This is an optimization exercise on Yosys and OpenROAD, whose aim is small area and a short achievable clock period, not a production implementation. No activity file was given, so power comes from the tool's default toggle rates. No driver is modelled on the clock port, so clocking that relies on it looks cheaper here than on a real chip.

## the previous run
==> flow/design.v <==
package dynode_pkg;
   typedef logic [12-1:0] sample_t;      
   typedef logic [8-1:0]    raw_t;         
   typedef logic [24-1:0]   evtime_t;      
   typedef logic [12-1:0] energy_t;      
   typedef logic [16-1:0]   fifo_word_t;
   typedef logic [4-1:0]   link_word_t;
   typedef enum logic [1:0] {
      MODE_ENERGY      = 2'd0,    
      MODE_RAW         = 2'd1,    
      MODE_BLCOR       = 2'd2,    
      MODE_BLCOR_SHORT = 2'd3     
   } readout_mode_t;
   typedef enum logic [2:0] {
      FS_IDLE,
      FS_PREAMBLE,
      FS_NWORDS,
      FS_MASK,
      FS_DATA
   } frame_state_t;
   typedef enum logic [2:0] {
      AL_SETTLE,                  
      AL_CHECK,                   
      AL_SLIP,                    
      AL_WAIT,                    
      AL_HALT                     
   } align_state_t;
   typedef struct packed {
      logic    evt_strobe;        
      evtime_t evt_time;
      logic    ene_load;          
      energy_t energy;
   } event_in_t;
endpackage
`timescale 1ns/1ns
module dynode_readout_top (
   input  logic                clk,
   input  logic                rst,
   input  logic                evt_strobe,
   input  dynode_pkg::evtime_t             evt_time,
   input  logic                ene_load,
   input  dynode_pkg::energy_t             energy,
   input  dynode_pkg::raw_t                raw_sample,
   input  dynode_pkg::sample_t             blcor_sample,
   input  logic                trigger,
   input  logic [1:0]          data_mode,
   input  logic [1:0]          channel_select,
   input  logic [4-1:0]   data_delay_len,
   input  logic                fifo_ren,
   input  dynode_pkg::link_word_t          link_word,
   output logic [8-1:0]  mcu_trigger,
   output logic [12-1:0] event_whole,
   output logic [12-1:0]  event_frac,
   output dynode_pkg::fifo_word_t          fifo_rdata,
   output logic                fifo_not_empty,
   output logic                fifo_nearly_full,
   output logic                bitslip,
   output logic                link_aligned,
   output logic [15:0]         bitslip_count
);
   logic [7:0]  ev_whole_q;
   logic        frame_load;
   logic [11:0] latched_energy;
   always_ff @(posedge clk) begin
      if (rst) begin
         mcu_trigger <= 8'hFF;
         frame_load  <= 1'b0;
      end else begin
         if (!evt_strobe)
            mcu_trigger <= 8'hFF;
         else if (&evt_time[11:6])
            mcu_trigger <= 8'hF8;
         else
            mcu_trigger <= evt_time[11:4];
         frame_load <= ene_load | trigger;
      end
   end
   always_ff @(posedge clk) begin
      ev_whole_q <= evt_time[19:12];
      event_frac <= evt_time[11:0];
   end
   assign event_whole = {4'b0, ev_whole_q};
   always_ff @(posedge clk)
      if (ene_load)
         latched_energy <= energy;
   logic [11:0] blcor_q [15];
   logic [11:0] head_q  [4];
   logic [11:0] prog_q  [17];
   logic [3:0]  dly_len_q;
   logic [11:0] delayed_sample;
   always_ff @(posedge clk) begin
      blcor_q[0] <= blcor_sample;
      for (int i = 1; i < 15; i++)
         blcor_q[i] <= blcor_q[i-1];
      if (data_mode == 2'd1)
         head_q[0] <= {4'b0, raw_sample};
      else
         head_q[0] <= blcor_q[14];
      for (int i = 1; i < 4; i++)
         head_q[i] <= head_q[i-1];
      prog_q[0] <= head_q[3];
      for (int i = 1; i < 17; i++)
         prog_q[i] <= prog_q[i-1];
      dly_len_q <= data_delay_len;
   end
   always_comb begin
      delayed_sample = '0;
      for (int i = 0; i < 16; i++)
         delayed_sample = delayed_sample | ({12{dly_len_q == 4'(i)}} & prog_q[i+1]);
   end
   localparam logic [2:0] FS_IDLE = 3'd0, FS_PREAMBLE = 3'd1, FS_NWORDS = 3'd2,
                          FS_MASK = 3'd3, FS_DATA = 3'd4;
   logic [2:0]  fstate;
   logic [5:0]  words_left;
   logic [5:0]  nwords;
   logic        fifo_wen;
   logic [12:0] fifo_wdata;
   always_comb begin
      case (data_mode)
         2'd0:    nwords = 6'd1;
         2'd3:    nwords = 6'd17;
         default: nwords = 6'd33;
      endcase
   end
   always_ff @(posedge clk) begin
      if (rst) begin
         fstate     <= FS_IDLE;
         fifo_wen   <= 1'b0;
         words_left <= '0;
      end else begin
         case (fstate)
            FS_IDLE: begin
               fifo_wen   <= 1'b0;
               words_left <= nwords;
               if (frame_load)
                  fstate <= FS_PREAMBLE;
            end
            FS_PREAMBLE: begin
               fifo_wen <= 1'b1;
               fstate   <= FS_NWORDS;
            end
            FS_NWORDS: begin
               fifo_wen <= 1'b1;
               fstate   <= FS_MASK;
            end
            FS_MASK: begin
               fifo_wen <= 1'b1;
               fstate   <= FS_DATA;
            end
            FS_DATA: begin
               fifo_wen   <= 1'b1;
               words_left <= words_left - 6'd1;
               if (words_left == 6'd1)
                  fstate <= FS_IDLE;
            end
            default: begin
               fifo_wen <= 1'b0;
               fstate   <= FS_IDLE;
            end
         endcase
      end
   end
   always_ff @(posedge clk) begin
      case (fstate)
         FS_PREAMBLE: fifo_wdata <= 13'h15A5;
         FS_NWORDS:   fifo_wdata <= {7'b0, nwords};
         FS_MASK:     fifo_wdata <= {9'b0, 4'b0001 << channel_select};
         default:     fifo_wdata <= {1'b0, (words_left == 6'd1) ? latched_energy : delayed_sample};
      endcase
   end
   logic [12:0] mem [63];
   logic [7:0]  wr_hi, wr_lo;                     
   logic [7:0]  rd_hi, rd_lo;                     
   logic [12:0] rd_word;
   logic [6:0]  count;                           
   logic        full_q, le1_q;
   logic [12:0] head_word;
   logic        do_wr, do_rd, head_ld, rd_wrap, wr_wrap;
   logic [6:0]  cnt_a;
   assign do_wr   = fifo_wen & ~full_q;
   assign do_rd   = fifo_ren & fifo_not_empty;
   assign cnt_a   = count + {6'b0, do_wr};
   assign head_ld = fifo_ren | ~fifo_not_empty;
   assign rd_wrap = rd_hi[7] & rd_lo[6];          
   assign wr_wrap = wr_hi[7] & wr_lo[6];
   always_ff @(posedge clk)
      for (int i = 0; i < 63; i++)
         if (do_wr && wr_hi[i/8] && wr_lo[i%8])
            mem[i] <= fifo_wdata;
   always_ff @(posedge clk) begin
      if (rst) begin
         wr_hi            <= 8'b0000_0001;
         wr_lo            <= 8'b0000_0001;
         rd_hi            <= 8'b0000_0001;
         rd_lo            <= 8'b0000_0001;
         count            <= '0;
         fifo_not_empty   <= 1'b0;
         fifo_nearly_full <= 1'b0;
         full_q           <= 1'b0;
         le1_q            <= 1'b1;
      end else begin
         if (do_wr && !(le1_q && head_ld)) begin
            wr_lo <= wr_wrap ? 8'b0000_0001 : {wr_lo[6:0], wr_lo[7]};
            if (wr_wrap)
               wr_hi <= 8'b0000_0001;
            else if (wr_lo[7])
               wr_hi <= {wr_hi[6:0], wr_hi[7]};
         end
         if (fifo_ren && !le1_q) begin
            rd_lo <= rd_wrap ? 8'b0000_0001 : {rd_lo[6:0], rd_lo[7]};
            if (rd_wrap)
               rd_hi <= 8'b0000_0001;
            else if (rd_lo[7])
               rd_hi <= {rd_hi[6:0], rd_hi[7]};
         end
         if (do_rd) begin
            count            <= cnt_a - 7'd1;
            fifo_not_empty   <= cnt_a >= 7'd2;
            fifo_nearly_full <= cnt_a >= 7'd57;
            full_q           <= 1'b0;
            le1_q            <= cnt_a <= 7'd2;
         end else begin
            count            <= cnt_a;
            fifo_not_empty   <= cnt_a >= 7'd1;
            fifo_nearly_full <= cnt_a >= 7'd56;
            full_q           <= cnt_a == 7'd64;
            le1_q            <= cnt_a <= 7'd1;
         end
      end
   end
   always_comb begin
      rd_word = '0;
      for (int i = 0; i < 63; i++)
         rd_word = rd_word | ({13{rd_hi[i/8] & rd_lo[i%8]}} & mem[i]);
   end
   always_ff @(posedge clk)
      if (head_ld)
         head_word <= le1_q ? fifo_wdata : rd_word;
   assign fifo_rdata = {head_word[12], 1'b0, head_word[12], 1'b0, head_word[11:0]};
   localparam logic [2:0] AL_SETTLE = 3'd0, AL_CHECK = 3'd1, AL_SLIP = 3'd2,
                          AL_WAIT = 3'd3, AL_HALT = 3'd4;
   logic [2:0] astate;
   logic [3:0] cyc_cnt;
   always_ff @(posedge clk) begin
      if (rst) begin
         astate  <= AL_SETTLE;
         cyc_cnt <= '0;
      end else begin
         case (astate)
            AL_SETTLE: begin
               cyc_cnt <= cyc_cnt + 4'd1;
               if (cyc_cnt == 4'd7) begin
                  cyc_cnt <= '0;
                  astate  <= AL_CHECK;
               end
            end
            AL_CHECK:
               astate <= link_word[3] ? AL_HALT : AL_SLIP;
            AL_SLIP: begin
               cyc_cnt <= '0;
               astate  <= AL_WAIT;
            end
            AL_WAIT: begin
               cyc_cnt <= cyc_cnt + 4'd1;
               if (cyc_cnt == 4'd4) begin
                  cyc_cnt <= '0;
                  astate  <= AL_CHECK;
               end
            end
            AL_HALT: begin
               cyc_cnt <= '0;
               if (!link_word[3])
                  astate <= AL_SETTLE;
            end
            default: begin
               cyc_cnt <= '0;
               astate  <= AL_SETTLE;
            end
         endcase
      end
   end
   always_ff @(posedge clk) begin
      if (rst) begin
         bitslip       <= 1'b0;
         link_aligned  <= 1'b0;
         bitslip_count <= '0;
      end else begin
         bitslip      <= (astate == AL_SLIP);
         link_aligned <= (astate == AL_HALT);
         bitslip_count <= bitslip_count + {15'd0, bitslip};
      end
   end
endmodule
export LEC_CHECK = 0
export CAP_MARGIN = 20
export CORE_MARGIN = 2
export CORE_UTILIZATION = 40
export SETUP_SLACK_MARGIN = 3.75
export SLEW_MARGIN = 20
create_clock -name core_clock -period 6.0 [get_ports {clk}]
standard.sh (not shown) runs the stock make flow with config.mk's settings and CLKGATE_MAP_FILE= SYNTH_SCRIPT=/design/flow/synth_recipe.tcl, a recipe that flattens the netlist after the stock synthesis.
==> flow/flow/run.sh <==
#!/bin/bash
set -euo pipefail
export BUFFER_PORTS_ARGS="-buffer_cell sky130_fd_sc_hd__buf_1"
export CTS_ARGS="-sink_clustering_enable -repair_clock_nets -sink_clustering_size 30 -sink_clustering_max_diameter 100 -dont_use_dummy_load"
bash standard.sh finish > make_finish.log 2>&1
Modified inputs, the current run compared to the previous run
==> flow/flow/run.sh <==
#!/bin/bash
set -euo pipefail
export BUFFER_PORTS_ARGS="-buffer_cell sky130_fd_sc_hd__buf_1"
export CTS_ARGS="-sink_clustering_enable -repair_clock_nets -sink_clustering_size 30 -sink_clustering_max_diameter 60 -dont_use_dummy_load"
bash standard.sh finish > make_finish.log 2>&1
--- outcome ---
- Looking at the reports, the current run completed the entire flow and the layout it produced met the timing, design-rule and antenna checks.
- Wire length of the previous run is on par with the current run.
- Compared with the previous run, the current run ends up with more cell area.
- The current run has cell count above what the previous run had.
- Between the previous run and the current run, the global-route usage does not differ in any meaningful way.
- Looking at buffers plus inverters on the worst setup path, the current run sits 1 below the previous run.
- Changes observed in the current run relative to the previous run: fmax higher; static leakage power climbed 2.8%.
No functional check of the RTL was part of any run of this note.

separate check: timing with driven ports:
In the flow no input, the clock included, has a driving cell. The finished layouts below were timed again as built, in two steps.
Step 1 (the two cells are an assumption about what drives the block):
set clk [get_ports {clk}]
set_driving_cell -lib_cell sky130_fd_sc_hd__clkbuf_16 $clk
set_driving_cell -lib_cell sky130_fd_sc_hd__buf_2 [delete_from_list [all_inputs] $clk]
Step 2 adds t to the input delays and takes it off the output delays; t is the mean of the earliest and latest rising clock arrival at the registers after step 1. Input paths then give back, and output paths get back, about the clock's delay inside the block.
a / b / c = ideal / step 1 / step 2; a / b = the first two.
run | t (ns) | slack for setup (ns) | worst setup path after step 2 | slew at the worst register clock pin (ns)
the previous run | 0.733 | 3.330 / 3.330 / 3.112 | input to register | 0.12 / 0.12
the current run | 0.735 | 3.350 / 3.329 / 3.128 | input to register | 0.10 / 0.10
After both steps every run listed still meets setup and hold. For the current run, which loses most, drivers alone change the setup slack by -0.021 ns; drivers and shift together by -0.222 ns.
